Context: an optimization exercise on an open-source flow, tuned for small area, a short achievable clock period and few clock cycles. The choices shown serve that exercise and are no tape-out recipe.
No activity file was given, so power comes from the tool's default toggle rates.

## run C
## mac_acc_array
module mac_acc_array #(
    parameter int DW    = mac_pkg::MAC_DW,
    parameter int LANES = 8,
    parameter int ACCW  = 2 * DW + 8
) (
    input  logic                  clk,
    input  logic                  rst_n,
    input  logic                  in_valid,
    output logic                  in_ready,
    input  logic [LANES*DW-1:0]   A,
    input  logic [LANES*DW-1:0]   W,
    input  logic                  Asigned,
    input  logic                  Wsigned,
    input  logic                  acc_clr,
    input  logic                  acc_last,
    output logic                  out_valid,
    input  logic                  out_ready,
    output logic [LANES*ACCW-1:0] Q,
    output logic [LANES-1:0]      ovf
);
    logic take;
    logic v1;
    logic last1;
    logic in_burst;
    logic clr;
    logic blk;
    assign in_ready = !blk && (!out_valid || out_ready);
    assign take     = in_valid && !(v1 && last1) && (!out_valid || out_ready);
    assign clr = take && (acc_clr || !(v1 || in_burst));
    always_ff @(posedge clk or negedge rst_n) begin
        if (!rst_n) begin
  ...
Size in the first run: roughly 340 I/O pins, about 0.037 mm2 of cells after synthesis.
export LEC_CHECK = 0
export CAP_MARGIN = 20
export CORE_MARGIN = 2
export CORE_UTILIZATION = 40
export SETUP_SLACK_MARGIN = 2.0
export SLEW_MARGIN = 20
create_clock -name core_clock -period 5.6 [get_ports {clk}]
standard.sh (not shown) runs the stock make flow with config.mk's settings and CLKGATE_MAP_FILE= SYNTH_SCRIPT=/design/flow/synth_recipe.tcl, a recipe that flattens the netlist after the stock synthesis.
==> flow/flow/run.sh <==
#!/bin/bash
# Own layout flow: the standard flow with two changes.
#  1. After the standard synthesis, full-adder cells are rewired to their
#     complemented inputs/outputs where that removes inverters
#     (fa_polarity.py; same logic function, same registers).
#  2. Ports are buffered with a small buffer instead of the default delay cell.
# Each tool's output goes to a log file of its own in the work folder.
set -euo pipefail
W=$(pwd)
R=$W/orfs/results/$FLOW_PLATFORM/mac_acc_array/base
bash standard.sh "$R/1_2_yosys.v" > "$W/flow_synth.log" 2>&1
cp "$R/1_2_yosys.v" "$W/1_2_yosys.standard.v"
python3 "$W/flow/fa_polarity.py" "$W/1_2_yosys.standard.v" "$R/1_2_yosys.v" > "$W/flow_fa_polarity.log" 2>&1
touch "$R/1_2_yosys.v" "$R/1_2_yosys.sdc"
BUFFER_PORTS_ARGS="-buffer_cell ${PORT_BUFFER:-sky130_fd_sc_hd__buf_1}" \
  bash standard.sh finish > "$W/flow_layout.log" 2>&1
Other scripts of this flow, unchanged in this note and not shown: flow/flow/fa_polarity.py
Run C: no failed stages, no open violations at the end
Here is what was changed in the inputs of run D compared with run C.
-- flow/design.v --
<<< run C, line 21
module mac_lane (
    input  logic        clk,
    input  logic        v,        
    input  logic [7:0]  a,
>>> run D, line 21
module mac_lane (
    input  logic        clk,
    input  logic        take,     
    input  logic        v,        
    input  logic [7:0]  a,
<<< run C, line 156
    logic [32:0] rows_d, rows_q;
    assign rows_d = {n112, ss, n110, n111, n108, n109, n106, n107, n104, n105, n102, n103, n100, n101, n98, n99, n96, n97, n94, n95, n92, n93, n90, n91, n88, n89, n86, n87, n85, pp[2][0], pp[1][0], pp[0][1], pp[0][0]};
    always_ff @(posedge clk) rows_q <= rows_d;
    logic [17:0] r0, r1, x, y;
    logic [15:0] g, p, cy, t;
    assign r0 = {v, (rows_q[31] & v), (rows_q[29] & v), (rows_q[27] & v), (rows_q[25] & v), (rows_q[23] & v), (rows_q[21] & v), (rows_q[19] & v), (rows_q[17] & v), (rows_q[15] & v), (rows_q[13] & v), (rows_q[11] & v), (rows_q[9] & v), (rows_q[7] & v), (rows_q[5] & v), (rows_q[3] & v), (rows_q[1] & v), (rows_q[0] & v)};
    assign r1 = {1'b0, (rows_q[32] & v), (rows_q[30] & v), (rows_q[28] & v), (rows_q[26] & v), (rows_q[24] & v), (rows_q[22] & v), (rows_q[20] & v), (rows_q[18] & v), (rows_q[16] & v), (rows_q[14] & v), (rows_q[12] & v), (rows_q[10] & v), (rows_q[8] & v), (rows_q[6] & v), (rows_q[4] & v), (rows_q[2] & v), 1'b0};
    assign x = {r0[17:16] ^ r1[17:16], r0[15:0] ^ r1[15:0] ^ q[15:0]};
    assign y = {(r0[16:0] & r1[16:0]) | ({1'b0, r0[15:0]} & {1'b0, q[15:0]}) | ({1'b0, r1[15:0]} & {1'b0, q[15:0]}), 1'b0};
>>> run D, line 157
    logic [32:0] rows_d, rows_q;
    assign rows_d = {n112, ss, n110, n111, n108, n109, n106, n107, n104, n105, n102, n103, n100, n101, n98, n99, n96, n97, n94, n95, n92, n93, n90, n91, n88, n89, n86, n87, n85, pp[2][0], pp[1][0], pp[0][1], pp[0][0]};
    always_ff @(posedge clk) rows_q <= take ? rows_d : '0;
    logic [17:0] r0, r1, x, y;
    logic [15:0] g, p, cy, t;
    assign r0 = {v, rows_q[31], rows_q[29], rows_q[27], rows_q[25], rows_q[23], rows_q[21], rows_q[19], rows_q[17], rows_q[15], rows_q[13], rows_q[11], rows_q[9], rows_q[7], rows_q[5], rows_q[3], rows_q[1], rows_q[0]};
    assign r1 = {1'b0, rows_q[32], rows_q[30], rows_q[28], rows_q[26], rows_q[24], rows_q[22], rows_q[20], rows_q[18], rows_q[16], rows_q[14], rows_q[12], rows_q[10], rows_q[8], rows_q[6], rows_q[4], rows_q[2], 1'b0};
    assign x = {r0[17:16] ^ r1[17:16], r0[15:0] ^ r1[15:0] ^ q[15:0]};
    assign y = {(r0[16:0] & r1[16:0]) | ({1'b0, r0[15:0]} & {1'b0, q[15:0]}) | ({1'b0, r1[15:0]} & {1'b0, q[15:0]}), 1'b0};
<<< run C, line 278
    assign cy[15] = gk3_15;
    assign t = p ^ {cy[14:0], 1'b0};
    logic [7:0]  hi, hi_up, hi_dn, hi_nx;
    logic [1:0]  u0;
    logic        is_max, is_min, dn0, dn1, up0, up1, sel_dn, sel_up, pos, neg;
    assign hi     = q[23:16];
    assign is_max = hi == 8'h7f;
>>> run D, line 279
    assign cy[15] = gk3_15;
    assign t = p ^ {cy[14:0], 1'b0};
    logic [7:0]  hi, hi_up, hi_dn, h0, h1, hi_nx;
    logic [1:0]  u0, u1;
    logic        is_max, is_min, pos0, pos1, neg0, neg1, pos, neg;
    assign hi     = q[23:16];
    assign is_max = hi == 8'h7f;
<<< run C, line 287
    assign hi_dn  = is_min ? 8'h80 : hi - 8'd1;
    assign u0     = x[17:16] + y[17:16];
    assign dn0    = u0 == 2'b11;
    assign dn1    = u0 == 2'b10;
    assign up0    = u0 == 2'b01;
    assign up1    = u0 == 2'b00;
    assign sel_dn = cy[15] ? dn1 : dn0;
    assign sel_up = cy[15] ? up1 : up0;
    assign hi_nx  = sel_dn ? hi_dn : sel_up ? hi_up : hi;
    assign pos    = sel_up && is_max;
    assign neg    = sel_dn && is_min;
    always_ff @(posedge clk) begin
        if (clr) begin
>>> run D, line 288
    assign hi_dn  = is_min ? 8'h80 : hi - 8'd1;
    assign u0     = x[17:16] + y[17:16];
    assign u1     = x[17:16] + y[17:16] + 2'd1;
    assign h0     = u0[1] ? hi_dn : u0[0] ? hi_up : hi;
    assign h1     = u1[1] ? hi_dn : u1[0] ? hi_up : hi;
    assign pos0   = u0 == 2'b01 && is_max;
    assign pos1   = u1 == 2'b01 && is_max;
    assign neg0   = u0[1] && is_min;
    assign neg1   = u1[1] && is_min;
    assign hi_nx  = cy[15] ? h1 : h0;
    assign pos    = cy[15] ? pos1 : pos0;
    assign neg    = cy[15] ? neg1 : neg0;
    always_ff @(posedge clk) begin
        if (clr) begin
<<< run C, line 356
        mac_lane u_lane (
            .clk  (clk),
            .v    (v1),
            .clr  (clr),
>>> run D, line 358
        mac_lane u_lane (
            .clk  (clk),
            .take (take),
            .v    (v1),
            .clr  (clr),
Against run C as the reference, run D delivers a higher cell area after synthesis.
Wire length delta (run D − run C): favourable
Clock buffer count in the final layout up 22 in run D wrt run C
Run C ended up with met5 as its uppermost signal routing layer after detailed routing; run D ended up with met4.
Run D against run C: count of inverters other than clock inverters in the layout shrank by 24; number of design-rule violations left by the first detailed-router iteration shrank by 79; met3 usage shrank by 0.25 points; total power shrank by 3.2%.
Compared with run C, run D shows a source-to-sink clock delay at the later pin of the worst-skew pair that is 0.03 ns higher.
Comparing run D and run C, chip width is lower on run C.
Of run D and run C, run C shows the lower clock power, with run D above it.
Run D reports a higher final worst slack than run C does.
In the reports for run D and run C, the smaller fraction of power consumed by combinational cells belongs to run D.
Compared to run C, run D has sequential share of layout area 1.2 points higher.
Run D vs run C: maximum fanout encountered on the critical timing path down
No functional check of the RTL was part of any run of this note.

==> separate check: timing with driven ports <==
No port has a modelled driver above. Below, the same layouts with a new extraction and two added sets of constraints.
Step 1 (the two cells are an assumption about what drives the block):
set clk [get_ports {clk}]
set_driving_cell -lib_cell sky130_fd_sc_hd__clkbuf_16 $clk
set_driving_cell -lib_cell sky130_fd_sc_hd__buf_2 [delete_from_list [all_inputs] $clk]
Step 2, shift: input delay + t, output delay - t, t = (earliest + latest rising clock arrival at the registers) / 2. This alone moves slack from input paths to output paths.
Slacks: ideal / step 1 / step 2; pairs: ideal / step 1.
run | t, ns | slack for setup (ns) | hold WS [ns] | worst setup path after step 2 | slew at the worst register clock pin (ns)
run C | 0.684 | 1.654 / 1.654 / 1.475 | 0.313 / 0.270 / 0.441 | input to register | 0.07 / 0.07
run D | 0.716 | 2.002 / 2.002 / 1.349 | 0.308 / 0.260 / 0.463 | input to register | 0.06 / 0.06
After both steps setup and hold are still met in every run listed. For run D, which loses most, drivers alone change the setup slack by 0.000 ns; drivers and shift together by -0.653 ns.
